What follows belongs to an exercise in optimizing a design on an open flow for small area, a short achievable clock period and few clock cycles per item; a production flow would make more cautious choices.
RTL that was checked went through simulation tests only; none was proved equivalent to the original.
Only the layout flow was run in run 1; the RTL was not checked for function there.
No activity file was given, so power comes from the tool's default toggle rates.

==> flow/design.v <==
package grid_pkg;
    localparam int GRID_COLS  = 10;
    localparam int GRID_ROWS  = 20;
    localparam int GRID_CELLS = GRID_COLS * GRID_ROWS;
    typedef logic [7:0] cell_idx_t;
    typedef logic [4:0] row_idx_t;
    typedef logic [3:0] col_idx_t;
    typedef logic [GRID_ROWS-1:0] row_mask_t;
    localparam cell_idx_t CELL_NONE = 8'd255;
endpackage
package piece_pkg;
    typedef enum logic [2:0] {
        PIECE_NONE   = 3'd0,
        PIECE_SQUARE = 3'd1,
        PIECE_BAR    = 3'd2,
        PIECE_S      = 3'd3,
        PIECE_Z      = 3'd4,
        PIECE_L      = 3'd5,
        PIECE_J      = 3'd6,
        PIECE_T      = 3'd7
    } piece_type_t;
    typedef logic [1:0] rotation_t;
    typedef logic [2:0] color_t;
endpackage
module piece_cell_decoder (
    input  logic                   en,
    input  piece_pkg::piece_type_t piece_type,
    input  piece_pkg::rotation_t   rotation,
    input  grid_pkg::cell_idx_t    location,
    output logic [20:0]            row,
    output logic [95:0]            col
);
    logic [7:0] hd;    
    logic [31:0] ld;    
    always_comb begin
        hd = '0;
        ld = '0;
        hd[location[7:5]] = 1'b1;
        ld[location[4:0]] = 1'b1;
    end
    logic o_m21, o_m20, o_m19, o_m11, o_m10, o_m9, o_m8, o_m1, o_p0, o_p1, o_p2, o_p10;
    always_comb begin
        o_m21 = 1'b0;
        o_m20 = 1'b0;
        o_m19 = 1'b0;
        o_m11 = 1'b0;
        o_m10 = 1'b0;
        o_m9 = 1'b0;
        o_m8 = 1'b0;
        o_m1 = 1'b0;
        o_p0 = 1'b0;
        o_p1 = 1'b0;
        o_p2 = 1'b0;
        o_p10 = 1'b0;
        case ({piece_type, rotation})
            5'd4: begin o_m10 = 1'b1; o_m9 = 1'b1; o_p0 = 1'b1; o_p1 = 1'b1; end
            5'd5: begin o_m10 = 1'b1; o_m9 = 1'b1; o_p0 = 1'b1; o_p1 = 1'b1; end
            5'd6: begin o_m10 = 1'b1; o_m9 = 1'b1; o_p0 = 1'b1; o_p1 = 1'b1; end
            5'd7: begin o_m10 = 1'b1; o_m9 = 1'b1; o_p0 = 1'b1; o_p1 = 1'b1; end
            5'd8: begin o_m1 = 1'b1; o_p0 = 1'b1; o_p1 = 1'b1; o_p2 = 1'b1; end
            5'd9: begin o_m20 = 1'b1; o_m10 = 1'b1; o_p0 = 1'b1; o_p10 = 1'b1; end
            5'd10: begin o_m1 = 1'b1; o_p0 = 1'b1; o_p1 = 1'b1; o_p2 = 1'b1; end
            5'd11: begin o_m20 = 1'b1; o_m10 = 1'b1; o_p0 = 1'b1; o_p10 = 1'b1; end
            5'd12: begin o_m11 = 1'b1; o_m10 = 1'b1; o_p0 = 1'b1; o_p1 = 1'b1; end
            5'd13: begin o_m19 = 1'b1; o_m10 = 1'b1; o_m9 = 1'b1; o_p0 = 1'b1; end
            5'd14: begin o_m11 = 1'b1; o_m10 = 1'b1; o_p0 = 1'b1; o_p1 = 1'b1; end
            5'd15: begin o_m19 = 1'b1; o_m10 = 1'b1; o_m9 = 1'b1; o_p0 = 1'b1; end
            5'd16: begin o_m9 = 1'b1; o_m8 = 1'b1; o_p0 = 1'b1; o_p1 = 1'b1; end
            5'd17: begin o_m20 = 1'b1; o_m10 = 1'b1; o_m9 = 1'b1; o_p1 = 1'b1; end
            5'd18: begin o_m9 = 1'b1; o_m8 = 1'b1; o_p0 = 1'b1; o_p1 = 1'b1; end
            5'd19: begin o_m20 = 1'b1; o_m10 = 1'b1; o_m9 = 1'b1; o_p1 = 1'b1; end
            5'd20: begin o_m20 = 1'b1; o_m19 = 1'b1; o_m10 = 1'b1; o_p0 = 1'b1; end
            5'd21: begin o_m10 = 1'b1; o_p0 = 1'b1; o_p1 = 1'b1; o_p2 = 1'b1; end
            5'd22: begin o_m19 = 1'b1; o_m9 = 1'b1; o_p0 = 1'b1; o_p1 = 1'b1; end
            5'd23: begin o_m10 = 1'b1; o_m9 = 1'b1; o_m8 = 1'b1; o_p2 = 1'b1; end
            5'd24: begin o_m21 = 1'b1; o_m20 = 1'b1; o_m10 = 1'b1; o_p0 = 1'b1; end
            5'd25: begin o_m11 = 1'b1; o_m10 = 1'b1; o_m9 = 1'b1; o_m1 = 1'b1; end
            5'd26: begin o_m21 = 1'b1; o_m11 = 1'b1; o_m1 = 1'b1; o_p0 = 1'b1; end
            5'd27: begin o_m9 = 1'b1; o_m1 = 1'b1; o_p0 = 1'b1; o_p1 = 1'b1; end
            5'd28: begin o_m10 = 1'b1; o_m1 = 1'b1; o_p0 = 1'b1; o_p1 = 1'b1; end
            5'd29: begin o_m10 = 1'b1; o_m1 = 1'b1; o_p0 = 1'b1; o_p10 = 1'b1; end
            5'd30: begin o_m1 = 1'b1; o_p0 = 1'b1; o_p1 = 1'b1; o_p10 = 1'b1; end
            5'd31: begin o_m10 = 1'b1; o_p0 = 1'b1; o_p1 = 1'b1; o_p10 = 1'b1; end
            default: ;
        endcase
    end
    assign row[0] = 1'b0;
    assign row[1] = en & hd[0];
    assign row[2] = en & hd[1];
    assign row[3] = en & hd[2];
    assign row[4] = en & hd[3];
    assign row[5] = en & hd[4];
    assign row[6] = en & hd[5];
    assign col[0] = (o_p1 & ld[31]) | (o_p2 & ld[30]) | (o_p10 & ld[22]);
    assign col[1] = (o_p2 & ld[31]) | (o_p10 & ld[23]);
    assign col[2] = (o_p10 & ld[24]);
    assign col[3] = (o_p10 & ld[25]);
    assign col[4] = (o_p10 & ld[26]);
    assign col[5] = (o_p10 & ld[27]);
    assign col[6] = (o_p10 & ld[28]);
    assign col[7] = (o_p10 & ld[29]);
    assign col[8] = (o_p10 & ld[30]);
    assign col[9] = (o_p10 & ld[31]);
    assign col[10] = 1'b0;
    assign col[11] = 1'b0;
    assign col[12] = 1'b0;
    assign col[13] = 1'b0;
    assign col[14] = 1'b0;
    assign col[15] = 1'b0;
    assign col[16] = 1'b0;
    assign col[17] = 1'b0;
    assign col[18] = 1'b0;
    assign col[19] = 1'b0;
    assign col[20] = 1'b0;
    assign col[21] = 1'b0;
    assign col[22] = 1'b0;
    assign col[23] = 1'b0;
    assign col[24] = 1'b0;
    assign col[25] = 1'b0;
    assign col[26] = 1'b0;
    assign col[27] = 1'b0;
    assign col[28] = 1'b0;
    assign col[29] = 1'b0;
    assign col[30] = 1'b0;
    assign col[31] = 1'b0;
    assign row[7] = en & hd[0];
    assign row[8] = en & hd[1];
    assign row[9] = en & hd[2];
    assign row[10] = en & hd[3];
    assign row[11] = en & hd[4];
    assign row[12] = en & hd[5];
    assign row[13] = en & hd[6];
    assign col[32] = (o_m21 & ld[21]) | (o_m20 & ld[20]) | (o_m19 & ld[19]) | (o_m11 & ld[11]) | (o_m10 & ld[10]) | (o_m9 & ld[9]) | (o_m8 & ld[8]) | (o_m1 & ld[1]) | (o_p0 & ld[0]);
    assign col[33] = (o_m21 & ld[22]) | (o_m20 & ld[21]) | (o_m19 & ld[20]) | (o_m11 & ld[12]) | (o_m10 & ld[11]) | (o_m9 & ld[10]) | (o_m8 & ld[9]) | (o_m1 & ld[2]) | (o_p0 & ld[1]) | (o_p1 & ld[0]);
    assign col[34] = (o_m21 & ld[23]) | (o_m20 & ld[22]) | (o_m19 & ld[21]) | (o_m11 & ld[13]) | (o_m10 & ld[12]) | (o_m9 & ld[11]) | (o_m8 & ld[10]) | (o_m1 & ld[3]) | (o_p0 & ld[2]) | (o_p1 & ld[1]) | (o_p2 & ld[0]);
    assign col[35] = (o_m21 & ld[24]) | (o_m20 & ld[23]) | (o_m19 & ld[22]) | (o_m11 & ld[14]) | (o_m10 & ld[13]) | (o_m9 & ld[12]) | (o_m8 & ld[11]) | (o_m1 & ld[4]) | (o_p0 & ld[3]) | (o_p1 & ld[2]) | (o_p2 & ld[1]);
    assign col[36] = (o_m21 & ld[25]) | (o_m20 & ld[24]) | (o_m19 & ld[23]) | (o_m11 & ld[15]) | (o_m10 & ld[14]) | (o_m9 & ld[13]) | (o_m8 & ld[12]) | (o_m1 & ld[5]) | (o_p0 & ld[4]) | (o_p1 & ld[3]) | (o_p2 & ld[2]);
    assign col[37] = (o_m21 & ld[26]) | (o_m20 & ld[25]) | (o_m19 & ld[24]) | (o_m11 & ld[16]) | (o_m10 & ld[15]) | (o_m9 & ld[14]) | (o_m8 & ld[13]) | (o_m1 & ld[6]) | (o_p0 & ld[5]) | (o_p1 & ld[4]) | (o_p2 & ld[3]);
    assign col[38] = (o_m21 & ld[27]) | (o_m20 & ld[26]) | (o_m19 & ld[25]) | (o_m11 & ld[17]) | (o_m10 & ld[16]) | (o_m9 & ld[15]) | (o_m8 & ld[14]) | (o_m1 & ld[7]) | (o_p0 & ld[6]) | (o_p1 & ld[5]) | (o_p2 & ld[4]);
    assign col[39] = (o_m21 & ld[28]) | (o_m20 & ld[27]) | (o_m19 & ld[26]) | (o_m11 & ld[18]) | (o_m10 & ld[17]) | (o_m9 & ld[16]) | (o_m8 & ld[15]) | (o_m1 & ld[8]) | (o_p0 & ld[7]) | (o_p1 & ld[6]) | (o_p2 & ld[5]);
    assign col[40] = (o_m21 & ld[29]) | (o_m20 & ld[28]) | (o_m19 & ld[27]) | (o_m11 & ld[19]) | (o_m10 & ld[18]) | (o_m9 & ld[17]) | (o_m8 & ld[16]) | (o_m1 & ld[9]) | (o_p0 & ld[8]) | (o_p1 & ld[7]) | (o_p2 & ld[6]);
    assign col[41] = (o_m21 & ld[30]) | (o_m20 & ld[29]) | (o_m19 & ld[28]) | (o_m11 & ld[20]) | (o_m10 & ld[19]) | (o_m9 & ld[18]) | (o_m8 & ld[17]) | (o_m1 & ld[10]) | (o_p0 & ld[9]) | (o_p1 & ld[8]) | (o_p2 & ld[7]);
    assign col[42] = (o_m21 & ld[31]) | (o_m20 & ld[30]) | (o_m19 & ld[29]) | (o_m11 & ld[21]) | (o_m10 & ld[20]) | (o_m9 & ld[19]) | (o_m8 & ld[18]) | (o_m1 & ld[11]) | (o_p0 & ld[10]) | (o_p1 & ld[9]) | (o_p2 & ld[8]) | (o_p10 & ld[0]);
    assign col[43] = (o_m20 & ld[31]) | (o_m19 & ld[30]) | (o_m11 & ld[22]) | (o_m10 & ld[21]) | (o_m9 & ld[20]) | (o_m8 & ld[19]) | (o_m1 & ld[12]) | (o_p0 & ld[11]) | (o_p1 & ld[10]) | (o_p2 & ld[9]) | (o_p10 & ld[1]);
    assign col[44] = (o_m19 & ld[31]) | (o_m11 & ld[23]) | (o_m10 & ld[22]) | (o_m9 & ld[21]) | (o_m8 & ld[20]) | (o_m1 & ld[13]) | (o_p0 & ld[12]) | (o_p1 & ld[11]) | (o_p2 & ld[10]) | (o_p10 & ld[2]);
    assign col[45] = (o_m11 & ld[24]) | (o_m10 & ld[23]) | (o_m9 & ld[22]) | (o_m8 & ld[21]) | (o_m1 & ld[14]) | (o_p0 & ld[13]) | (o_p1 & ld[12]) | (o_p2 & ld[11]) | (o_p10 & ld[3]);
    assign col[46] = (o_m11 & ld[25]) | (o_m10 & ld[24]) | (o_m9 & ld[23]) | (o_m8 & ld[22]) | (o_m1 & ld[15]) | (o_p0 & ld[14]) | (o_p1 & ld[13]) | (o_p2 & ld[12]) | (o_p10 & ld[4]);
    assign col[47] = (o_m11 & ld[26]) | (o_m10 & ld[25]) | (o_m9 & ld[24]) | (o_m8 & ld[23]) | (o_m1 & ld[16]) | (o_p0 & ld[15]) | (o_p1 & ld[14]) | (o_p2 & ld[13]) | (o_p10 & ld[5]);
    assign col[48] = (o_m11 & ld[27]) | (o_m10 & ld[26]) | (o_m9 & ld[25]) | (o_m8 & ld[24]) | (o_m1 & ld[17]) | (o_p0 & ld[16]) | (o_p1 & ld[15]) | (o_p2 & ld[14]) | (o_p10 & ld[6]);
    assign col[49] = (o_m11 & ld[28]) | (o_m10 & ld[27]) | (o_m9 & ld[26]) | (o_m8 & ld[25]) | (o_m1 & ld[18]) | (o_p0 & ld[17]) | (o_p1 & ld[16]) | (o_p2 & ld[15]) | (o_p10 & ld[7]);
    assign col[50] = (o_m11 & ld[29]) | (o_m10 & ld[28]) | (o_m9 & ld[27]) | (o_m8 & ld[26]) | (o_m1 & ld[19]) | (o_p0 & ld[18]) | (o_p1 & ld[17]) | (o_p2 & ld[16]) | (o_p10 & ld[8]);
    assign col[51] = (o_m11 & ld[30]) | (o_m10 & ld[29]) | (o_m9 & ld[28]) | (o_m8 & ld[27]) | (o_m1 & ld[20]) | (o_p0 & ld[19]) | (o_p1 & ld[18]) | (o_p2 & ld[17]) | (o_p10 & ld[9]);
    assign col[52] = (o_m11 & ld[31]) | (o_m10 & ld[30]) | (o_m9 & ld[29]) | (o_m8 & ld[28]) | (o_m1 & ld[21]) | (o_p0 & ld[20]) | (o_p1 & ld[19]) | (o_p2 & ld[18]) | (o_p10 & ld[10]);
    assign col[53] = (o_m10 & ld[31]) | (o_m9 & ld[30]) | (o_m8 & ld[29]) | (o_m1 & ld[22]) | (o_p0 & ld[21]) | (o_p1 & ld[20]) | (o_p2 & ld[19]) | (o_p10 & ld[11]);
    assign col[54] = (o_m9 & ld[31]) | (o_m8 & ld[30]) | (o_m1 & ld[23]) | (o_p0 & ld[22]) | (o_p1 & ld[21]) | (o_p2 & ld[20]) | (o_p10 & ld[12]);
    assign col[55] = (o_m8 & ld[31]) | (o_m1 & ld[24]) | (o_p0 & ld[23]) | (o_p1 & ld[22]) | (o_p2 & ld[21]) | (o_p10 & ld[13]);
    assign col[56] = (o_m1 & ld[25]) | (o_p0 & ld[24]) | (o_p1 & ld[23]) | (o_p2 & ld[22]) | (o_p10 & ld[14]);
    assign col[57] = (o_m1 & ld[26]) | (o_p0 & ld[25]) | (o_p1 & ld[24]) | (o_p2 & ld[23]) | (o_p10 & ld[15]);
    assign col[58] = (o_m1 & ld[27]) | (o_p0 & ld[26]) | (o_p1 & ld[25]) | (o_p2 & ld[24]) | (o_p10 & ld[16]);
    assign col[59] = (o_m1 & ld[28]) | (o_p0 & ld[27]) | (o_p1 & ld[26]) | (o_p2 & ld[25]) | (o_p10 & ld[17]);
    assign col[60] = (o_m1 & ld[29]) | (o_p0 & ld[28]) | (o_p1 & ld[27]) | (o_p2 & ld[26]) | (o_p10 & ld[18]);
    assign col[61] = (o_m1 & ld[30]) | (o_p0 & ld[29]) | (o_p1 & ld[28]) | (o_p2 & ld[27]) | (o_p10 & ld[19]);
    assign col[62] = (o_m1 & ld[31]) | (o_p0 & ld[30]) | (o_p1 & ld[29]) | (o_p2 & ld[28]) | (o_p10 & ld[20]);
    assign col[63] = (o_p0 & ld[31]) | (o_p1 & ld[30]) | (o_p2 & ld[29]) | (o_p10 & ld[21]);
    assign row[14] = en & hd[1];
    assign row[15] = en & hd[2];
    assign row[16] = en & hd[3];
    assign row[17] = en & hd[4];
    assign row[18] = en & hd[5];
    assign row[19] = en & hd[6];
    assign row[20] = en & hd[7];
    assign col[64] = 1'b0;
    assign col[65] = 1'b0;
    assign col[66] = 1'b0;
    assign col[67] = 1'b0;
    assign col[68] = 1'b0;
    assign col[69] = 1'b0;
    assign col[70] = 1'b0;
    assign col[71] = 1'b0;
    assign col[72] = 1'b0;
    assign col[73] = 1'b0;
    assign col[74] = 1'b0;
    assign col[75] = (o_m21 & ld[0]);
    assign col[76] = (o_m21 & ld[1]) | (o_m20 & ld[0]);
    assign col[77] = (o_m21 & ld[2]) | (o_m20 & ld[1]) | (o_m19 & ld[0]);
    assign col[78] = (o_m21 & ld[3]) | (o_m20 & ld[2]) | (o_m19 & ld[1]);
    assign col[79] = (o_m21 & ld[4]) | (o_m20 & ld[3]) | (o_m19 & ld[2]);
    assign col[80] = (o_m21 & ld[5]) | (o_m20 & ld[4]) | (o_m19 & ld[3]);
    assign col[81] = (o_m21 & ld[6]) | (o_m20 & ld[5]) | (o_m19 & ld[4]);
    assign col[82] = (o_m21 & ld[7]) | (o_m20 & ld[6]) | (o_m19 & ld[5]);
    assign col[83] = (o_m21 & ld[8]) | (o_m20 & ld[7]) | (o_m19 & ld[6]);
    assign col[84] = (o_m21 & ld[9]) | (o_m20 & ld[8]) | (o_m19 & ld[7]);
    assign col[85] = (o_m21 & ld[10]) | (o_m20 & ld[9]) | (o_m19 & ld[8]) | (o_m11 & ld[0]);
    assign col[86] = (o_m21 & ld[11]) | (o_m20 & ld[10]) | (o_m19 & ld[9]) | (o_m11 & ld[1]) | (o_m10 & ld[0]);
    assign col[87] = (o_m21 & ld[12]) | (o_m20 & ld[11]) | (o_m19 & ld[10]) | (o_m11 & ld[2]) | (o_m10 & ld[1]) | (o_m9 & ld[0]);
    assign col[88] = (o_m21 & ld[13]) | (o_m20 & ld[12]) | (o_m19 & ld[11]) | (o_m11 & ld[3]) | (o_m10 & ld[2]) | (o_m9 & ld[1]) | (o_m8 & ld[0]);
    assign col[89] = (o_m21 & ld[14]) | (o_m20 & ld[13]) | (o_m19 & ld[12]) | (o_m11 & ld[4]) | (o_m10 & ld[3]) | (o_m9 & ld[2]) | (o_m8 & ld[1]);
    assign col[90] = (o_m21 & ld[15]) | (o_m20 & ld[14]) | (o_m19 & ld[13]) | (o_m11 & ld[5]) | (o_m10 & ld[4]) | (o_m9 & ld[3]) | (o_m8 & ld[2]);
    assign col[91] = (o_m21 & ld[16]) | (o_m20 & ld[15]) | (o_m19 & ld[14]) | (o_m11 & ld[6]) | (o_m10 & ld[5]) | (o_m9 & ld[4]) | (o_m8 & ld[3]);
    assign col[92] = (o_m21 & ld[17]) | (o_m20 & ld[16]) | (o_m19 & ld[15]) | (o_m11 & ld[7]) | (o_m10 & ld[6]) | (o_m9 & ld[5]) | (o_m8 & ld[4]);
    assign col[93] = (o_m21 & ld[18]) | (o_m20 & ld[17]) | (o_m19 & ld[16]) | (o_m11 & ld[8]) | (o_m10 & ld[7]) | (o_m9 & ld[6]) | (o_m8 & ld[5]);
    assign col[94] = (o_m21 & ld[19]) | (o_m20 & ld[18]) | (o_m19 & ld[17]) | (o_m11 & ld[9]) | (o_m10 & ld[8]) | (o_m9 & ld[7]) | (o_m8 & ld[6]);
    assign col[95] = (o_m21 & ld[20]) | (o_m20 & ld[19]) | (o_m19 & ld[18]) | (o_m11 & ld[10]) | (o_m10 & ld[9]) | (o_m9 & ld[8]) | (o_m8 & ld[7]) | (o_m1 & ld[0]);
endmodule
module grid_update_fsm (
    input  logic                clk,
    input  logic                rst_n,
    input  logic                place,
    input  logic                clear,
    input  grid_pkg::row_mask_t full_rows,
    output logic                busy,
    output logic                init,
    output logic                do_place,
    output grid_pkg::row_mask_t shift_1,
    output grid_pkg::row_mask_t shift_2
);
    localparam int R = grid_pkg::GRID_ROWS;
    grid_pkg::row_mask_t pend;       
    logic                more;       
    grid_pkg::row_mask_t cur;        
    grid_pkg::row_mask_t left;       
    logic                do_clear;
    function automatic logic [3*R-1:0] moves(input grid_pkg::row_mask_t m);
        logic [R+1:0]        one_up;    
        logic [R+1:0]        two_up;    
        grid_pkg::row_mask_t s1, s2, rest;
        one_up[R+1] = 1'b0;
        two_up[R+1] = 1'b0;
        one_up[R]   = 1'b0;
        two_up[R]   = 1'b0;
        for (int r = R - 1; r >= 0; r--) begin
            one_up[r] = one_up[r+1] | m[r];
            two_up[r] = two_up[r+1] | (one_up[r+1] & m[r]);
        end
        for (int r = 0; r < R; r++) begin
            s2[r]   = two_up[0] & !one_up[r+2];
            s1[r]   = two_up[0] ? (!two_up[r+1] & one_up[r+2])
                                : (one_up[0] & !one_up[r+1]);
            rest[r] = m[r] & two_up[r+1];
        end
        moves = {rest, s2, s1};
    endfunction
    assign busy     = init | more;
    assign do_place = !busy && place;
    assign do_clear = !busy && !place && clear;
    assign cur      = busy ? pend : (do_clear ? full_rows : '0);
    logic [3*R-1:0] mv;
    assign mv      = moves(cur);
    assign shift_1 = mv[R-1:0];
    assign shift_2 = mv[2*R-1:R];
    assign left    = mv[3*R-1:2*R];
    always_ff @(posedge clk or negedge rst_n) begin
        if (!rst_n) begin
            init   <= 1'b1;
            pend   <= '0;
            more   <= 1'b0;
        end else begin
            init   <= 1'b0;
            pend   <= left;
            more   <= |left;
        end
    end
endmodule
module color_grid_ram (
    input  logic                clk,
    input  grid_pkg::row_mask_t shift_1,
    input  grid_pkg::row_mask_t shift_2,
    input  logic                init,
    input  logic [grid_pkg::GRID_CELLS-1:0] hit,
    input  piece_pkg::color_t   wr_data,
    input  grid_pkg::cell_idx_t read_addr,
    output piece_pkg::color_t   read_data
);
    localparam int N = grid_pkg::GRID_CELLS;
    localparam int C = grid_pkg::GRID_COLS;
    piece_pkg::color_t mem [N];
    always_ff @(posedge clk) begin
        for (int i = 0; i < N; i++) begin
            if (shift_1[i / C] | shift_2[i / C] | init | hit[i]) begin
                mem[i] <= ({3{shift_1[i / C]}} & ((i + C < N) ? mem[(i + C) % N] : 3'd0))
                        | ({3{shift_2[i / C]}} & ((i + 2 * C < N) ? mem[(i + 2 * C) % N] : 3'd0))
                        | wr_data;
            end
        end
    end
    localparam int NB = (N + 15) / 16;
    piece_pkg::color_t blk [NB];
    always_comb begin
        for (int b = 0; b < NB; b++) begin
            blk[b] = '0;
            for (int j = 0; j < 16; j++) begin
                if (b * 16 + j < N && read_addr[3:0] == j) blk[b] = mem[(b * 16 + j) % N];
            end
        end
        read_data = '0;
        for (int b = 0; b < NB; b++) begin
            if (read_addr[7:4] == b) read_data = blk[b];
        end
    end
endmodule
module tetris_color_grid (
    input  logic                   clk,
    input  logic                   rst_n,
    input  logic                   place,
    input  piece_pkg::piece_type_t piece_type,
    input  piece_pkg::rotation_t   rotation,
    input  grid_pkg::cell_idx_t    location,
    input  logic                   clear,
    input  grid_pkg::row_mask_t    full_rows,
    output logic                   busy,
    input  grid_pkg::cell_idx_t    read_addr,
    output piece_pkg::color_t      read_data
);
    localparam int N = grid_pkg::GRID_CELLS;
    logic                   init;
    logic                   do_place;
    grid_pkg::row_mask_t    shift_1;
    grid_pkg::row_mask_t    shift_2;
    localparam int W  = 32;
    localparam int NH = (N + W - 1) / W;
    localparam int ND = 3;
    logic [ND*NH-1:0]       row;
    logic [ND*W-1:0]        col;
    logic [N-1:0]           hit;
    piece_pkg::color_t      wr_data;
    piece_cell_decoder decode_i (
        .en         (do_place),
        .piece_type (piece_type),
        .rotation   (rotation),
        .location   (location),
        .row        (row),
        .col        (col)
    );
    grid_update_fsm execute_i (
        .clk       (clk),
        .rst_n     (rst_n),
        .place     (place),
        .clear     (clear),
        .full_rows (full_rows),
        .busy      (busy),
        .init      (init),
        .do_place  (do_place),
        .shift_1   (shift_1),
        .shift_2   (shift_2)
    );
    always_comb begin
        for (int i = 0; i < N; i++) begin
            hit[i] = 1'b0;
            for (int k = 0; k < ND; k++) begin
                hit[i] = hit[i] | (row[k * NH + i / W] & col[k * W + i % W]);
            end
        end
    end
    assign wr_data = do_place ? piece_type : 3'd0;
    color_grid_ram result_i (
        .clk       (clk),
        .shift_1   (shift_1),
        .shift_2   (shift_2),
        .init      (init),
        .hit       (hit),
        .wr_data   (wr_data),
        .read_addr (read_addr),
        .read_data (read_data)
    );
endmodule
==> flow/run.sh <==
#!/bin/bash
# synth_recipe.tcl (not shown) runs the flow's synth.tcl, then flattens the netlist and writes it again
# the make line also repeats each setting of config.mk as NAME=value (left out here)
make -C /OpenROAD-flow-scripts/flow DESIGN_CONFIG=/design/flow/config.mk WORK_HOME=/design/flow/orfs CLKGATE_MAP_FILE= SYNTH_SCRIPT=/design/flow/synth_recipe.tcl finish
==> flow/config.mk <==
export PLATFORM = sky130hd
export DESIGN_NAME = tetris_color_grid
export DESIGN_NICKNAME = tetris_color_grid
export VERILOG_FILES = /design/flow/design.v
export SDC_FILE = /design/flow/constraint.sdc
export NUM_CORES = 4
export LEC_CHECK = 0
export CAP_MARGIN = 20
export CORE_MARGIN = 2
export CORE_UTILIZATION = 40
export SETUP_SLACK_MARGIN = 2.5
export SLEW_MARGIN = 20
export SYNTH_HIERARCHICAL = 1
==> flow/constraint.sdc <==
create_clock -name core_clock -period 7.0 [get_ports {clk}]
set_input_delay 1.4000 -clock core_clock [delete_from_list [all_inputs] [get_ports {clk}]]
set_output_delay 1.4000 -clock core_clock [all_outputs]
set_load 0.01 [all_outputs]
==> metrics.md, run 1 <==
| Metric | Value |
|---|---|
| CP max stage delay | `~0.54 ns` |
| CORE AREA | `100400 µm²` |
| Setup TNS | `0 ns` |
| GPL Wtd Cong | `about 1.1` |
| Post-route design area | `between 40000 and 50000 µm²` |
| Leakage | `roughly 19 nW` |
| Post-route minimum period | `roughly 5.6 ns` |
| CP Max Fanout | `13` |
| Register bit total from synthesis | `slightly above 600` |
| First-pass GRT wire length | `293.4 mm` |
| Routed vias | `around 40k` |
| Drt wl/cell | `between 40 and 50 µm` |
| Wl on met1 | `between 70 and 80 mm` |
| Util after Layout | `48.37%` |
| Ys Warns | `12` |
| Row cnt | `around 120` |
| Post-Syn Instances | `approximately 3.8k` |
| Initial antenna violation count | `18` |
| Crit-path slowest cell | `mux4_2` |
| Crit Path Category | `primary input to primary output` |
| Outcome | `no timing/DRC/antenna violations` |
| Routed wire length | `214.4 mm` |
| FILL cells | `between 9k and 10k` |
| Initial Utilization | `between 40% and 50%` |
| Hold bufs inserted after CTS | `0` |
| Synth top area share | `44.30%` |
| CTS sink count | `620` |
| Clock skew | `approximately 0.028 ns` |
| Detailed placement HPWL | `154.5 mm` |
| Yosys cell types | `about 110` |
| Cell Pwr Density | `455.0 nW/µm²` |
| Placed instance count | `between 4k and 5k` |
| Routed wl met3 | `around 27 mm` |
| Root buf cell | `clkbuf_16` |
| Ys async rst share | `3.226%` |
| Peak supply drop | `0.2807 mV` |
| Largest net degree at the start of global routing | `103` |
| Slew HR | `14.92%` |
| Fin nets | `just under 4k` |
| Number of synthesized flops with an enable pin | `600` |
| DRT antenna net count | `0` |
| Drt drc | `0` |
| Clk buf depth | `3` |
| Ranking of synthesized cells by area | `edfxtp_1 44%, a221o_1 14%, a222oi_1 5.1%` |
| CP arrival | `about 4.2 ns` |
| Max Cap Violations | `0` |
| Largest area contributor in the netlist | `edfxtp_1` |
| Vias in the first global route | `approximately 37k` |
| Buffers & Inverters on Critical Path | `4` |
| Main flop type after synthesis | `edfxtp_1` |
| Syn avg cell area | `roughly 11 µm²` |
| Worst Setup End Kind | `primary output` |
| Die width | `around 320 µm` |
| # IOs | `49` |
| Max Freq | `180.1 MHz` |
| RSZ-0062 raised after global routing | `true` |
| Setup violations, final | `0` |
| Worst-margin pin slew | `1.265 ns` |
| Port Buffers | `48` |
| Layout cell share with drive strength beyond 1 | `roughly 23%` |
| CTS buffer count | `between 70 and 80` |
| Top Layer Used | `met5` |
| Hold Fails Final Rpt | `0` |
| Seq/Total Area, Yosys | `about 46%` |
| CP Data Required Time | `about 5.6 ns` |
| Fin cells | `approximately 5.3k` |
| Global-route usage over all layers | `between 30% and 40%` |
| Area Overhead vs Synth | `19.45%` |
| Vias per cell | `7.554` |
| Worst min path class | `flop to flop` |
| Clock latency on the worst-skew pair | `approximately 0.67 ns` |
| Die area | `104300 µm²` |
| CP top delay family | `multiplexers` |
| Post-DP Area | `approximately 43000 µm²` |
| Metal2 WL | `89.80 mm` |
| Mapped Area | `slightly above 40000 µm²` |
| Iteration-0 DRC Markers | `roughly 9.0k` |
| Total number of H-tree levels | `3` |
| Vert. Die Dim | `approximately 320 µm` |
| Startpoint types | `primary input` |
| Final critical-path share of the clock period | `about four fifths` |
| Remaining Overflow, GRT | `0` |
| CTS clk-pin slew, worst paths | `~0.06 ns` |
| Worst-path cell chain | `buf_16 > buf_16 > buf_6 > mux4_2 > mux4_2 > a21oi_2 > o311ai_2 > or4_4 > buf_6` |
| TritonCTS clock tree | `built` |
| DRT Pass-1 Iters | `27` |
| Final Max Tran Viols | `0` |
-- layout by cell type, fill, tap and decap left out, types with 19 or more instances in the layout --
cell type	instances
a21o_1	37
nor3_1	41
nand2_1	153
a211oi_1	19
buf_12	32
mux2i_1	63
nand2b_1	153
clkbuf_16	76
o221ai_1	21
o211ai_1	26
nand2b_2	27
buf_6	38
edfxtp_1	600
conb_1	35
mux2_2	30
inv_1	209
dfrtp_1	19
a222oi_1	209
o22ai_1	81
mux4_2	34
nor3_4	23
o21ai_0	124
a221o_1	549
a21oi_1	144
nor2_1	147
nand2b_4	39
a22oi_1	41
nand3_1	46
buf_4	280
a221oi_1	20
-- per-layer routing --
metal / vias to the layer above / track usage [%]
met5: - / 0.8796
met2: 3463 / 58.45
li1: 15820 / -
met4: 12 / 31.18
met3: 935 / 12.52
met1: 19710 / 48.67
-- report_power, final --
group          internal, W  leakage, nW  switching (W)  total (W)
clock              0.00199         1.06        0.00161    0.00360
sequential         0.00688         6.79        0.00256    0.00944
combinational      0.00375         11.0        0.00531    0.00906
-- per-stage QoR --
step                power [W]  setup slack, ns  hold WS (ns)
global route          0.02263            1.485        0.6070
CTS                   0.02087            1.528        0.5755
floorplan             0.01309            2.267        0.5408
global placement      0.01673           0.3107        0.5713
detailed placement    0.01680           0.3959        0.5693
finish                0.02211            1.447        0.5857
-- worst register-to-register path, delay by kind of cell (launching register included) --
family,cells,cell delay [ns]
DFF,1,0.53
and+or+nand+nor,8,1.64
buffers and inverters,7,1.22
AOI/OAI and AO/OA,2,0.69
-- layout make-up --
type	instances	area, µm²	area share [%]
multi-input combinational	2530	21110	43.44
sequential	620	18520	38.12
timing repair buffer	422	4215	8.676
clock buffer	89	1866	3.840
tap	1357	1698	3.495
inverter	222	850.8	1.751
clock inverter	41	316.6	0.6515
antenna	6	15.01	0.03090
-- synthesized netlist by cell type (23+ instances only) --
| master | instances |
|---|---|
| a21o_1 | 37 |
| a21oi_1 | 159 |
| a221o_1 | 550 |
| a221oi_1 | 28 |
| a222oi_1 | 209 |
| a22oi_1 | 56 |
| buf_2 | 109 |
| buf_4 | 69 |
| buf_6 | 23 |
| clkbuf_1 | 237 |
| edfxtp_1 | 600 |
| inv_1 | 218 |
| mux2_2 | 31 |
| mux2i_1 | 67 |
| mux4_2 | 34 |
| nand2_1 | 170 |
| nand2b_1 | 219 |
| nand3_1 | 59 |
| nor2_1 | 173 |
| nor3_1 | 78 |
| o211ai_1 | 26 |
| o21ai_0 | 137 |
| o221ai_1 | 26 |
| o22ai_1 | 81 |
-- path summary, 6_finish.rpt --
check	cells past startpoint	endpoint	startpoint	slack, ns
hold reg to reg	1	result_i.mem[189][1]$_DFFE_PP_	result_i.mem[199][1]$_DFFE_PP_	0.59
min in group asynchronous	1	execute_i.pend[14]$_DFF_PN0_	rst_n	0.71
setup reg to reg	17	result_i.mem[68][2]$_DFFE_PP_	execute_i.more$_DFF_PN0_	2.63
hold / removal	1	result_i.mem[189][1]$_DFFE_PP_	result_i.mem[199][1]$_DFFE_PP_	0.59
max in group asynchronous	1	execute_i.init$_DFF_PN1_	rst_n	5.93
setup / recovery	9	read_data[1]	read_addr[0]	1.45
-- modules after synthesis, one instance, submodules excluded --
| module | copies in the design | flip-flops and latches |
|---|---|---|
| piece_cell_decoder | 1 | 0 |
| tetris_color_grid | 1 | 0 |
| color_grid_ram | 1 | 600 |
| grid_update_fsm | 1 | 20 |
-- cells by family after synthesis --
| group | after synthesis | synth area share (%) |
|---|---|---|
| AOI/OAI and AO/OA | 1499 | 30.97 |
| muxes | 133 | 4.417 |
| and+or+nand+nor | 837 | 10.74 |
| other | 2 | 0.01846 |
| adders and majority gates | 16 | 0.4676 |
| DFF | 620 | 45.53 |
| xor gates and xnor gates | 9 | 0.1938 |
| buffers and inverters | 679 | 7.662 |
-- what timing repair did --
| item | CTS | global route |
|---|---|---|
| resized for setup | 290 | 190 |
| setup endpoints to repair | 1173 | 969 |
| gates cloned | 12 | 7 |
| pin swaps | 75 | 78 |
| setup buffers | 93 | 47 |
-- registers in the layout (all words and copies together) (netlist names) --
| signal | count |
|---|---|
| execute_i.init | 1 |
| result_i.mem | 600 |
| execute_i.pend | 18 |
| execute_i.more | 1 |
==> run 2, diff against run 1 <==
--- a/flow/design.v
+++ b/flow/design.v
@@ -268,3 +268,4 @@
     input  logic                init,
-    input  logic [grid_pkg::GRID_CELLS-1:0] hit,
+    input  logic [3*7-1:0]      row,         
+    input  logic [3*32-1:0]     col,         
     input  piece_pkg::color_t   wr_data,
@@ -275,2 +276,14 @@
     localparam int C = grid_pkg::GRID_COLS;
+    localparam int W  = 32;
+    localparam int NH = (N + W - 1) / W;
+    localparam int ND = 3;
+    logic [N-1:0] hit;
+    always_comb begin
+        for (int i = 0; i < N; i++) begin
+            hit[i] = 1'b0;
+            for (int k = 0; k < ND; k++) begin
+                hit[i] = hit[i] | (row[k * NH + i / W] & col[k * W + i % W]);
+            end
+        end
+    end
     piece_pkg::color_t mem [N];
@@ -285,15 +298,20 @@
     end
-    localparam int NB = (N + 15) / 16;
-    piece_pkg::color_t blk [NB];
+    piece_pkg::color_t rt [256];
+    piece_pkg::color_t l1 [128];
+    piece_pkg::color_t l2 [64];
+    piece_pkg::color_t l3 [32];
+    piece_pkg::color_t l4 [16];
+    piece_pkg::color_t l5 [8];
+    piece_pkg::color_t l6 [4];
+    piece_pkg::color_t l7 [2];
     always_comb begin
-        for (int b = 0; b < NB; b++) begin
-            blk[b] = '0;
-            for (int j = 0; j < 16; j++) begin
-                if (b * 16 + j < N && read_addr[3:0] == j) blk[b] = mem[(b * 16 + j) % N];
-            end
-        end
-        read_data = '0;
-        for (int b = 0; b < NB; b++) begin
-            if (read_addr[7:4] == b) read_data = blk[b];
-        end
+        for (int i = 0; i < 256; i++) rt[i] = (i < N) ? mem[i % N] : 3'd0;
+        for (int i = 0; i < 128; i++) l1[i] = read_addr[0] ? rt[2*i+1] : rt[2*i];
+        for (int i = 0; i < 64; i++)  l2[i] = read_addr[1] ? l1[2*i+1] : l1[2*i];
+        for (int i = 0; i < 32; i++)  l3[i] = read_addr[2] ? l2[2*i+1] : l2[2*i];
+        for (int i = 0; i < 16; i++)  l4[i] = read_addr[3] ? l3[2*i+1] : l3[2*i];
+        for (int i = 0; i < 8; i++)   l5[i] = read_addr[4] ? l4[2*i+1] : l4[2*i];
+        for (int i = 0; i < 4; i++)   l6[i] = read_addr[5] ? l5[2*i+1] : l5[2*i];
+        for (int i = 0; i < 2; i++)   l7[i] = read_addr[6] ? l6[2*i+1] : l6[2*i];
+        read_data = read_addr[7] ? l7[1] : l7[0];
     end
@@ -323,3 +341,2 @@
     logic [ND*W-1:0]        col;
-    logic [N-1:0]           hit;
     piece_pkg::color_t      wr_data;
@@ -345,10 +362,2 @@
     );
-    always_comb begin
-        for (int i = 0; i < N; i++) begin
-            hit[i] = 1'b0;
-            for (int k = 0; k < ND; k++) begin
-                hit[i] = hit[i] | (row[k * NH + i / W] & col[k * W + i % W]);
-            end
-        end
-    end
     assign wr_data = do_place ? piece_type : 3'd0;
@@ -359,3 +368,4 @@
         .init      (init),
-        .hit       (hit),
+        .row       (row),
+        .col       (col),
         .wr_data   (wr_data),
==> flow/flow/run.sh (new file) <==
#!/bin/bash
set -euo pipefail
export BUFFER_PORTS_ARGS="-buffer_cell sky130_fd_sc_hd__buf_4"
echo 'export DONT_USE_CELLS += sky130_fd_sc_hd__a222oi_1' >> config.mk
bash standard.sh > standard.log 2>&1
==> flow/standard.sh (new file) <==
#!/bin/bash
# synth_recipe.tcl (not shown) runs the flow's synth.tcl, then flattens the netlist and writes it again
# the make line also repeats each setting of config.mk as NAME=value (left out here)
make -C /OpenROAD-flow-scripts/flow DESIGN_CONFIG=/design/flow/config.mk WORK_HOME=/design/flow/orfs CLKGATE_MAP_FILE= SYNTH_SCRIPT=/design/flow/synth_recipe.tcl "${@:-finish}"
--- a/flow/config.mk
+++ b/flow/config.mk
@@ -8,6 +8,11 @@
 export CAP_MARGIN = 20
+export CELL_PAD_IN_SITES_DETAIL_PLACEMENT = 1
 export CORE_MARGIN = 2
 export CORE_UTILIZATION = 40
-export SETUP_SLACK_MARGIN = 2.5
+export CTS_CLUSTER_DIAMETER = 80
+export CTS_CLUSTER_SIZE = 24
+export PLACE_DENSITY = 0.5
+export SETUP_SLACK_MARGIN = 1.8
 export SLEW_MARGIN = 20
 export SYNTH_HIERARCHICAL = 1
+export DONT_USE_CELLS += sky130_fd_sc_hd__a222oi_1
removed: flow/run.sh
==> run 2 against run 1 <==
Net effect: cell count fell by 15%; sequential cell count unchanged; hold slack improved by 0.0026 ns; via count decreased by 12%; critical path type unchanged; die area down 4.5%; cell area decreased by 13%; maximum frequency rose by 4.8%; register-to-register slack got worse by 0.64 ns; still clean on timing, DRC and antenna.
==> metrics.md, run 2 <==
| Metric | Value |
|---|---|
| Count leader, synth | `edfxtp_1` |
| Setup violations, final | `0` |
| Setup TNS | `0 ns` |
| Worst Setup End Kind | `primary output` |
| Detailed placement HPWL | `approximately 140 mm` |
| Mux cell area share after synthesis | `a little under a tenth` |
| Fin cells | `4509` |
| Most common cell after layout, fill and taps aside | `edfxtp_1` |
| Outcome | `no timing/DRC/antenna violations` |
| Clk buf depth | `3` |
| Largest area contributor in the netlist | `edfxtp_1` |
| Main flop type after synthesis | `edfxtp_1` |
| Worst min path class | `flop to flop` |
| Ys async rst share | `under 10%` |
| Layout cell share with drive strength beyond 1 | `17.55%` |
| Final Max Tran Viols | `0` |
| Root buf cell | `clkbuf_16` |
| Global-route usage over all layers | `about two fifths` |
| Vias per cell | `just under 8` |
| Mapped Area | `roughly 39000 µm²` |
| Clock latency on the worst-skew pair | `about 0.65 ns` |
| CP Max Fanout | `38` |
| Clock skew | `approximately 0.044 ns` |
| Fin nets | `~3.3k` |
| Routed wire length | `roughly 200 mm` |
| Peak supply drop | `approximately 0.31 mV` |
| Placed instance count | `between 4k and 5k` |
| # IOs | `49` |
| Drt wl/cell | `approximately 44 µm` |
| Die area | `between 90000 and 100000 µm²` |
| Row cnt | `around 110` |
| Port Buffers | `48` |
| Startpoint types | `primary input` |
| FILL cells | `10.16k` |
| Hold bufs inserted after CTS | `0` |
| Routed vias | `35.29k` |
| Top cells by count, synth | `600 x edfxtp_1, 541 x a221o_1, 324 x nand2_1` |
| Iteration-0 DRC Markers | `approximately 6k` |
| Post-Syn Instances | `3324` |
| Vert. Die Dim | `around 320 µm` |
| Area Overhead vs Synth | `8.920%` |
| Most frequent cells in the layout | `600 x edfxtp_1, 541 x a221o_1, 323 x nand2_1` |
| Initial Utilization | `about two fifths` |
| Ys Warns | `18` |
| Xor and xnor area share after synthesis | `less than 1%` |
| Max Cap Violations | `0` |
| Seq/Total Area, Yosys | `47.69%` |
| CTS clk-pin slew, worst paths | `0.10 ns` |
| CTS buffer count | `38` |
| Worst slack, placed | `roughly 0.90 ns` |
| Remaining Overflow, GRT | `0` |
| Yosys cell types | `~100` |
| RSZ-0062 raised after global routing | `true` |
| Largest register FFs | `600` |
| CP arrival | `between 3 and 4 ns` |
| Post-route worst setup slack | `between 1.5 and 2 ns` |
| Drt drc | `0` |
| Largest regs | `result_i.mem: 600 flops, execute_i.pend: 18 flops` |
| Die width | `between 300 and 400 µm` |
| Synth top area share | `about 46%` |
| Hold Fails Final Rpt | `0` |
| Largest net degree at the start of global routing | `160` |
| Register bit total from synthesis | `just over 600` |
| CORE AREA | `between 90000 and 100000 µm²` |
| CTS sink count | `between 600 and 700` |
| Synth Area in Adders | `less than 1%` |
| DRT Pass-1 Iters | `9` |
| First-pass GRT wire length | `roughly 270 mm` |
| TritonCTS clock tree | `built` |
| Worst-margin pin slew | `around 1.4 ns` |
| Post-route minimum period | `about 5.3 ns` |
| Max Freq | `188.7 MHz` |
| Cell Pwr Density | `about 480 nW/µm²` |
| Final critical-path share of the clock period | `between 70% and 80%` |
| Worst hold slack | `about 0.6 ns` |
| Number of synthesized flops with an enable pin | `600` |
| CP Data Required Time | `5.60 ns` |
| Vias in the first global route | `34.12k` |
| Final Power | `slightly above 0.02 W` |
| Largest family of logic cells by synthesized area | `compound AO/OA/AOI/OAI gates` |
| Largest reg by FF count | `result_i.mem` |
| Synth Area in Compound Gates | `about a quarter` |
| GPL Wtd Cong | `a little over 1` |
| Syn avg cell area | `between 10 and 15 µm²` |
| Ranking of synthesized cells by area | `edfxtp_1 46%, a221o_1 14%, mux4_2 8.4%` |
| Leakage | `approximately 14 nW` |
| Slew HR | `3.386%` |
| Post-synthesis simple-gate area fraction | `roughly 11%` |
| Crit Path Category | `primary input to primary output` |
| Initial antenna violation count | `5` |
| Total number of H-tree levels | `2` |
| DRT antenna net count | `0` |
## run 2: modules after synthesis, one instance, submodules excluded
module,cells,area [µm²]
color_grid_ram,2437,32990
piece_cell_decoder,607,3729
grid_update_fsm,277,2092
tetris_color_grid,3,18.77
## run 2: cell type report
type | count | area [µm²] | area share (%)
repair buffers | 218 | 1927 | 4.556
well taps | 1276 | 1597 | 3.775
diodes | 3 | 7.507 | 0.01775
flip-flops and latches | 620 | 18520 | 43.79
inverters | 18 | 75.07 | 0.1775
clock buffers | 41 | 983.4 | 2.325
multi-input cells | 2309 | 18920 | 44.75
clock inverters | 24 | 259.0 | 0.6124
## run 2: logic make-up (layout without fill, tap and decap cells)
kind of cell               Yosys count  count (layout)
buffers and inverters              428             301
xor gates and xnor gates             9               9
other                                2              38
AOI/OAI and AO/OA                 1177            1177
adders and majority gates           16              16
DFF                                620             620
and+or+nand+nor                    882             882
muxes                              190             190
## run 2: final timing paths
kind / cells after the start / from / slack [ns] / to
worst min register to register: 1 / result_i.mem[194][1]$_DFFE_PP_ / 0.59 / result_i.mem[184][1]$_DFFE_PP_
max in group asynchronous: 1 / rst_n / 6.10 / execute_i.init$_DFF_PN1_
min in group asynchronous: 1 / rst_n / 0.62 / execute_i.pend[5]$_DFF_PN0_
worst min-delay path: 1 / result_i.mem[194][1]$_DFFE_PP_ / 0.59 / result_i.mem[184][1]$_DFFE_PP_
worst max-delay path: 10 / read_addr[2] / 1.70 / read_data[0]
worst max register to register: 14 / execute_i.init$_DFF_PN1_ / 1.99 / result_i.mem[64][1]$_DFFE_PP_
## run 2: layer usage
layer | GRT usage, % | part of all wire, % | vias to the layer above
met1 | 48.55 | 37 | 18250
met2 | 59.77 | 44 | 2674
met3 | 11.92 | 12 | 646
li1 | - | - | 13720
met4 | 21.80 | 7.1 | 6
met5 | 0.1420 | 0.019 | -
## run 2: timing repair
action                     4_1_cts  5_1_grt
cloned                           3        2
pin swaps                        1        4
setup endpoints to repair       76      285
buffers inserted                 0        9
resized for setup               20       47
## run 2: power breakdown
part,leakage (nW),internal (W),switching (W),total [W]
clock network,0.591,0.00111,0.00142,0.00253
logic,7.03,0.00322,0.00536,0.00858
registers,6.79,0.00687,0.00224,0.00911
total,14.4,0.0112,0.00902,0.0202
## run 2: metrics by stage
| stage | util [%] | instance area (µm²) |
|---|---|---|
| after global placement | 41.88 | 40380 |
| after global routing | 43.86 | 42290 |
| after CTS | 43.45 | 41890 |
| after detailed placement | 41.97 | 40460 |
| final | 43.86 | 42290 |
| after floorplan | - | 38950 |
## run 2: critical path: stages
cell and delay, ns:
buf_12 0.25, nor2b_1 0.08, buf_4 0.24, a221oi_1 0.43, a32oi_1 0.18, a41oi_1 0.33
buf_4 0.18, o221ai_2 0.18, a32oi_2 0.35, buf_4 0.20
Testbench counts of run 2, summed over its fixed seeds: cycles 1,039, commands 960.
==> run 3, diff against run 2 <==
--- a/flow/config.mk
+++ b/flow/config.mk
@@ -16,3 +16,3 @@
 export SLEW_MARGIN = 20
-export SYNTH_HIERARCHICAL = 1
+export SYNTH_HIERARCHICAL = 0
 export DONT_USE_CELLS += sky130_fd_sc_hd__a222oi_1
==> run 3 against run 2 <==
Net effect: largest cell class is now sequential cells; largest power group unchanged; routed wire length fell by 13%; highest routed layer unchanged; combinational power shrank 37%; still clean on timing, DRC and antenna; maximum frequency increased by 0.26%.
==> metrics.md, run 3 <==
| Metric | Value |
|---|---|
| Outcome | `no timing/DRC/antenna violations` |
| Yosys cell types | `slightly above 80` |
| Post-route minimum period | `5.286 ns` |
| Initial antenna violation count | `9` |
| Worst-margin pin slew | `about 1.3 ns` |
| Area Overhead vs Synth | `11.66%` |
| Largest reg by FF count | `result_i.mem` |
| Worst Setup End Kind | `primary output` |
| Post-Syn Instances | `2731` |
| Largest area contributor in the netlist | `edfxtp_1` |
| Most common cell after layout, fill and taps aside | `edfxtp_1` |
| FILL cells | `around 9k` |
| Ys Warns | `12` |
| Register bit total from synthesis | `between 600 and 700` |
| Port Buffers | `48` |
| Total number of H-tree levels | `2` |
| CTS sink count | `620` |
| Cell Pwr Density | `410.2 nW/µm²` |
| Largest net degree at the start of global routing | `approximately 150` |
| # IOs | `approximately 50` |
| Final critical-path share of the clock period | `about 76%` |
| Drt drc | `0` |
| Worst min path class | `flop to flop` |
| CP Data Required Time | `5.60 ns` |
| Worst slack, placed | `~0.9 ns` |
| Routed wire length | `171.6 mm` |
| Max Cap Violations | `0` |
| Die width | `a little over 300 µm` |
| Setup TNS | `0 ns` |
| Final Max Tran Viols | `0` |
| GPL Wtd Cong | `just under 1` |
| Global-route usage over all layers | `a little over a third` |
| Fin nets | `2684` |
| Seq/Total Area, Yosys | `about half` |
| Clock latency on the worst-skew pair | `0.66 ns` |
| Vias per cell | `just over 8` |
| Syn avg cell area | `roughly 13 µm²` |
| RSZ-0062 raised after global routing | `true` |
| Post-route worst setup slack | `between 1.5 and 2 ns` |
| Drt wl/cell | `about 45 µm` |
| Vias in the first global route | `30.41k` |
| Routed vias | `31.48k` |
| Layout cell share with drive strength beyond 1 | `22.43%` |
| Ranking of synthesized cells by area | `edfxtp_1 50%, a221o_1 15%, mux4_2 11%` |
| Synth top area share | `49.78%` |
| Slew HR | `between 10% and 20%` |
| Root buf cell | `clkbuf_16` |
| Die area | `between 90000 and 100000 µm²` |
| Largest register FFs | `600` |
| First-pass GRT wire length | `about 240 mm` |
| Top cells by count, synth | `600 x edfxtp_1, 541 x a221o_1, 275 x clkbuf_1` |
| TritonCTS clock tree | `built` |
| CP Max Fanout | `7` |
| Detailed placement HPWL | `about 120 mm` |
| CP arrival | `between 3 and 4 ns` |
| Ys async rst share | `about 3.2%` |
| Startpoint types | `primary input` |
| Peak supply drop | `between 0.2 and 0.25 mV` |
| Count leader, synth | `edfxtp_1` |
| Most frequent cells in the layout | `600 x edfxtp_1, 541 x a221o_1, 184 x buf_4` |
| Remaining Overflow, GRT | `0` |
| Number of synthesized flops with an enable pin | `600` |
| Iteration-0 DRC Markers | `roughly 5.3k` |
| CTS clk-pin slew, worst paths | `about 0.09 ns` |
| Initial Utilization | `approximately two fifths` |
| CORE AREA | `roughly 90000 µm²` |
| Leakage | `13.80 nW` |
| Row cnt | `between 100 and 150` |
| Clock skew | `about 0.061 ns` |
| Vert. Die Dim | `304.8 µm` |
| Max Freq | `189.2 MHz` |
| Clk buf depth | `3` |
| DRT Pass-1 Iters | `8` |
| DRT antenna net count | `0` |
| Largest regs | `result_i.mem: 600 flops, execute_i.pend: 18 flops` |
| CTS buffer count | `39` |
| Hold Fails Final Rpt | `0` |
| Crit Path Category | `primary input to primary output` |
| Mapped Area | `36190 µm²` |
| Hold bufs inserted after CTS | `0` |
| Main flop type after synthesis | `edfxtp_1` |
| Setup violations, final | `0` |
| Util after Layout | `~45%` |
## run 3: cell count changes in the layout (fill, tap and decap cells not counted), sizes merged, moves of 15 or more
cell,change
conb,-34
a211oi,-15
or4,+20
nand2,-252
o221ai,+178
o22ai,+110
a22oi,-245
nand3,-236
mux4,+29
a21oi,-15
## run 3: path summary, 6_finish.rpt
path | to | slack (ns) | startpoint | depth (start not counted)
worst max register to register | result_i.mem[75][0]$_DFFE_PP_ | 1.89 | execute_i.init$_DFF_PN1_ | 11
max in group asynchronous | execute_i.init$_DFF_PN1_ | 6.04 | rst_n | 1
min in group asynchronous | execute_i.pend[2]$_DFF_PN0_ | 0.63 | rst_n | 1
worst max-delay path | read_data[1] | 1.71 | read_addr[0] | 8
worst min register to register | result_i.mem[180][1]$_DFFE_PP_ | 0.59 | result_i.mem[190][1]$_DFFE_PP_ | 1
worst min-delay path | result_i.mem[180][1]$_DFFE_PP_ | 0.59 | result_i.mem[190][1]$_DFFE_PP_ | 1
## run 3: logic make-up (layout without fill, tap and decap cells)
family          count (synthesis)  in the layout  share of synthesized area (%)
other cells                     1              8                        0.01036
mux                           208            208                          11.79
xor+xnor                        5              5                         0.1210
buf+inv                       380            302                          4.169
compound gates               1130           1130                          26.74
fa+ha+maj                      18             18                         0.5807
flops                         620            620                          51.16
simple gates                  369            369                          5.417
## run 3: layout make-up
cell class	instances	area [µm²]	area share, %
clock inverter	26	404.1	1.000
clock buffer	41	983.4	2.433
inverter	14	52.55	0.1300
tap	1176	1471	3.641
timing repair buffer	221	2140	5.294
multi-input combinational	1731	16830	41.64
sequential	620	18520	45.82
antenna	7	17.52	0.04334
## run 3: routing by layer
layer | track usage [%] | share of wire, % | wire length (µm)
met2 | 55.59 | 45 | 77280
met5 | 0 | 0.12 | 199
met3 | 10.15 | 12 | 21170
met1 | 45.29 | 36 | 62070
met4 | 18.48 | 6.3 | 10870
## run 3: critical path: stages
cell,delay [ns]
buf_16,0.15
buf_6,0.13
mux4_2,0.50
mux4_2,0.55
mux4_2,0.60
a21oi_2,0.19
o221ai_2,0.14
buf_4,0.20
## run 3: metrics by stage
stage | std cells | area [µm²] | power [W] | hold slack [ns]
2_1_floorplan | 2731 | 36210 | 0.01070 | 0.5408
3_3_place_gp | 3720 | 38190 | 0.01335 | 0.5591
3_5_place_dp | 3723 | 38230 | 0.01351 | 0.5688
4_1_cts | 3808 | 40050 | 0.01621 | 0.5910
5_1_grt | 3829 | 40400 | 0.01689 | 0.6150
6_report | 3836 | 40420 | 0.01658 | 0.5889
## run 3: what timing repair did
| item | in CTS | in global routing |
|---|---|---|
| hold endpoints to repair | 0 | 0 |
| resized for setup | 34 | 26 |
| pin swaps | 3 | 11 |
| cloned | 6 | 3 |
| endpoints found under the setup margin | 294 | 222 |
| setup buffers | 12 | 14 |
## run 3: power by group
group | internal (W) | total [W] | switching [W]
clock network | 0.00124 | 0.00272 | 0.00147
logic | 0.00239 | 0.00539 | 0.00300
registers | 0.00629 | 0.00847 | 0.00218
==> run 4, diff against run 3 <==
--- a/flow/config.mk
+++ b/flow/config.mk
@@ -8,11 +8,10 @@
 export CAP_MARGIN = 20
-export CELL_PAD_IN_SITES_DETAIL_PLACEMENT = 1
 export CORE_MARGIN = 2
-export CORE_UTILIZATION = 40
+export CORE_UTILIZATION = 55
 export CTS_CLUSTER_DIAMETER = 80
 export CTS_CLUSTER_SIZE = 24
-export PLACE_DENSITY = 0.5
+export PLACE_DENSITY = 0.65
 export SETUP_SLACK_MARGIN = 1.8
 export SLEW_MARGIN = 20
-export SYNTH_HIERARCHICAL = 0
+export SYNTH_HIERARCHICAL = 1
 export DONT_USE_CELLS += sky130_fd_sc_hd__a222oi_1
==> run 4 against run 3 <==
Net effect: still clean on timing, DRC and antenna; hold slack improved by 0.010 ns; via count rose by 17%; global-route usage is 16 points higher; non-clock buffer count decreased by 19; power is 19% higher; routed wire length increased by 12%; sequential power grew 8.0%; first-iteration DRC count rose by 69%; clock power fell by 14%; combinational power rose by 54%; critical endpoint is now read_data[0]; largest power group unchanged.
==> metrics.md, run 4 <==
| Metric | Value |
|---|---|
| Clock Power Share | `about an eighth` |
| CORE AREA | `roughly 70000 µm²` |
| Largest net degree at the start of global routing | `150` |
| Max Cap Violations | `0` |
| Area Overhead vs Synth | `7.537%` |
| Slew HR | `about 16%` |
| Post-DP Area | `40060 µm²` |
| Clock latency on the worst-skew pair | `around 0.63 ns` |
| Routed wire length | `192.3 mm` |
| First-pass GRT wire length | `265.3 mm` |
| Register bit total from synthesis | `620` |
| Remaining Overflow, GRT | `0` |
| Post-route worst setup slack | `roughly 1.6 ns` |
| Yosys cell types | `about 100` |
| Peak supply drop | `around 0.31 mV` |
| Drt wl/cell | `approximately 46 µm` |
| Synth top area share | `between 40% and 50%` |
| Global-route usage over all layers | `between 50% and 60%` |
| Post-Syn Instances | `3324` |
| Worst-margin pin slew | `1.259 ns` |
| Clock skew | `about 0.036 ns` |
| Worst-path cell chain | `buf_12 > inv_4 > buf_4 > nor3_2 > a22oi_1 > a41oi_1 > o221ai_1 > a32oi_2 > buf_4` |
| Sw Share | `a little over two fifths` |
| Worst slack, placed | `approximately 0.56 ns` |
| Ys async rst share | `3.226%` |
| Net Switching | `roughly 0.0087 W` |
| Initial antenna violation count | `21` |
| Area occupied by multi-input gates | `approximately 19000 µm²` |
| CTS buffer count | `35` |
| Ys Warns | `18` |
| Die area | `between 70000 and 80000 µm²` |
| Detailed placement HPWL | `approximately 130 mm` |
| Row cnt | `between 90 and 100` |
| Layout cell share with drive strength beyond 1 | `between 15 and 20%` |
| Most common cell after layout, fill and taps aside | `edfxtp_1` |
| Placed instance count | `between 4k and 5k` |
| Leakage | `~14 nW` |
| Root buf cell | `clkbuf_16` |
| Top cells by count, synth | `600 x edfxtp_1, 541 x a221o_1, 324 x nand2_1` |
| Int Power | `around 0.011 W` |
| DRT antenna net count | `0` |
| Final critical-path share of the clock period | `around 77%` |
| Max Freq | `roughly 190 MHz` |
| Worst Setup End Kind | `primary output` |
| Largest area contributor in the netlist | `edfxtp_1` |
| Clk buf depth | `3` |
| GPL Wtd Cong | `between 1 and 1.5` |
| FILL cells | `about 5.7k` |
| Vias in the first global route | `between 30k and 40k` |
| Number of synthesized flops with an enable pin | `600` |
| Reg2reg setup slack | `2.04 ns` |
| Outcome | `no timing/DRC/antenna violations` |
| Largest register FFs | `600` |
| Reg power frac | `between 40% and 50%` |
| RSZ-0062 raised after global routing | `true` |
| Syn avg cell area | `between 10 and 15 µm²` |
| CP Data Required Time | `between 5 and 6 ns` |
| Largest regs | `result_i.mem: 600 flops, execute_i.pend: 18 flops` |
| Post-route minimum period | `5.358 ns` |
| Setup TNS | `0 ns` |
| DRT Pass-1 Iters | `14` |
| CTS sink count | `between 600 and 700` |
| Startpoint types | `primary input` |
| CTS clk-pin slew, worst paths | `roughly 0.10 ns` |
| Cell Pwr Density | `roughly 470 nW/µm²` |
| Fin nets | `~3.2k` |
| Logic gate share of total power | `a little over two fifths` |
| Total number of H-tree levels | `2` |
| CP arrival | `around 4 ns` |
| CP Max Fanout | `44` |
| Initial Utilization | `55.54%` |
| Largest reg by FF count | `result_i.mem` |
| CP top delay family | `compound AO/OA/AOI/OAI gates` |
| Die width | `269.7 µm` |
| Count leader, synth | `edfxtp_1` |
| Routed vias | `36.93k` |
| Post-route design area | `41760 µm²` |
| TritonCTS clock tree | `built` |
| Drt drc | `0` |
| CP dominant cell by count | `buf_4` |
| Iteration-0 DRC Markers | `8888` |
| CP max stage delay | `0.39 ns` |
| Buffers & Inverters on Critical Path | `4` |
| Ranking of synthesized cells by area | `edfxtp_1 46%, a221o_1 14%, mux4_2 8.4%` |
| Mapped Area | `roughly 39000 µm²` |
| Final Max Tran Viols | `0` |
| Register area | `~19000 µm²` |
| Seq/Total Area, Yosys | `about 48%` |
| Vert. Die Dim | `between 200 and 300 µm` |
| Main flop type after synthesis | `edfxtp_1` |
| Crit-path slowest cell | `nor3_2` |
| Setup violations, final | `0` |
| Fin cells | `around 4.2k` |
| Port Buffers | `48` |
| # IOs | `slightly below 50` |
| Worst min path class | `flop to flop` |
| Most frequent cells in the layout | `600 x edfxtp_1, 541 x a221o_1, 322 x nand2_1` |
| Crit Path Category | `primary input to primary output` |
| Vias per cell | `just under 9` |
| Hold Fails Final Rpt | `0` |
## run 4: cell types whose count changed after synthesis, sizes merged, moves of 20 or more
| cell | previous run | this run |
|---|---|---|
| nand2 | 74 | 326 |
| clkbuf | 275 | 253 |
| o221ai | 190 | 12 |
| a22oi | 14 | 259 |
| nand3 | 23 | 259 |
| or4 | 25 | 5 |
| mux4 | 174 | 145 |
| o22ai | 176 | 66 |
| buf | 91 | 157 |
## run 4: cell families (layout without fill, tap and decap cells)
kind of cell	Yosys count	after routing	share of synthesized area [%]
other cells	2	49	0.01934
fa+ha+maj	16	16	0.4898
flops	620	620	47.69
compound gates	1177	1177	25.93
mux	190	190	9.596
xor+xnor	9	9	0.2224
buf+inv	428	278	5.272
simple gates	882	882	10.78
## run 4: per-stage QoR
stage	power [W]	util (%)	hold slack, ns
after floorplan	0.01311	-	0.5408
after global placement	0.01637	56.97	0.5569
after detailed placement	0.01669	57.31	0.5659
after CTS	0.01902	59.37	0.5937
after global routing	0.02003	59.69	0.6207
final	0.01980	59.73	0.5991
## run 4: power groups by stage
stage / logic (W) / clock network [W] / registers, W
after detailed placement: 0.00772 / 0 / 0.00897
after floorplan: 0.00544 / 0 / 0.00767
after global placement: 0.00743 / 0 / 0.00895
after global routing: 0.00856 / 0.00242 / 0.00905
final: 0.00831 / 0.00233 / 0.00915
after CTS: 0.00783 / 0.00230 / 0.00889
## run 4: worst paths after layout
check / startpoint / endpoint / depth (start not counted)
hold / removal: result_i.mem[18][0]$_DFFE_PP_ / result_i.mem[8][0]$_DFFE_PP_ / 1
min in group asynchronous: rst_n / execute_i.pend[16]$_DFF_PN0_ / 1
max in group asynchronous: rst_n / execute_i.init$_DFF_PN1_ / 1
setup reg to reg: execute_i.init$_DFF_PN1_ / result_i.mem[21][2]$_DFFE_PP_ / 15
setup / recovery: read_addr[2] / read_data[0] / 9
hold reg to reg: result_i.mem[18][0]$_DFFE_PP_ / result_i.mem[8][0]$_DFFE_PP_ / 1
## run 4: layer usage
metal | wire length, µm | track usage [%]
met1 | 61060 | 60.93
met2 | 79490 | 74.27
met3 | 33610 | 25.07
met4 | 17650 | 33.57
met5 | 496 | 4.079
## run 4: final cells by class
cell class                      instances  area share [%]
Clock buffer                           42           2.211
Sequential cell                       620           44.36
Multi-Input combinational cell       2309           45.55
Clock inverter                         16          0.4255
Timing Repair Buffer                  202           4.372
Antenna cell                           14         0.08390
Tap cell                              940           2.817
Inverter                               18          0.1798
## run 4: per-module statistics from Yosys (local to each module, per instance)
module	cells	flip-flops and latches	area (µm²)	copies in the design
grid_update_fsm	277	20	2092	1
color_grid_ram	2437	600	32990	1
piece_cell_decoder	607	0	3729	1
tetris_color_grid	3	0	18.77	1
## run 4: repair_timing
action | in CTS | in global routing
pin swaps | 3 | 3
endpoints found under the setup margin | 1113 | 348
gates resized for setup | 39 | 29
cloned | 3 | 0
hold buffers | 0 | 0
buffers inserted | 7 | 2
## run 4: worst register-to-register path, stage by stage (launching register included)
cell and delay, ns:
dfstp_4 0.80, nor2_4 0.08, inv_4 0.30, a21oi_1 0.22, o21ai_4 0.34, nand3_2 0.23
a221oi_1 0.40, nand4_1 0.14, buf_4 0.18, a211oi_4 0.45, nand2_1 0.23, a21oi_2 0.16
buf_4 0.35, nor3_1 0.13, buf_4 0.20, nand3_1 0.39

-- static timing again, ports no longer ideal --
How much do the figures lean on ideal ports? The routed layouts below were timed once more, with nothing changed but the port constraints. Step 1 assumes that a clkbuf_16 drives the clock port and a buf_2 every other input. Step 2 adds t to the input delays and takes it off the output delays; t is the mean of the earliest and latest rising clock arrival at the registers after step 1. Input paths then give back, and output paths get back, about the clock's delay inside the block. a / b / c = ideal ports / drivers / drivers and shift; a / b = the first two.
| run | shift t [ns] | setup slack, ns | worst data-port slew with drivers (ns) |
|---|---|---|---|
| run 1 | 0.732 | 1.447 / 1.241 / 1.241 | 0.26 |
| run 2 | 0.702 | 1.700 / 1.357 / 1.252 | 0.38 |
| run 3 | 0.698 | 1.714 / 1.307 / 1.150 | 0.47 |
| run 4 | 0.680 | 1.642 / 1.410 / 1.104 | 0.35 |
After both steps every run listed still meets setup and hold. The setup slack of run 3, which loses most, moves by -0.407 ns with the drivers and by -0.564 ns with both steps.
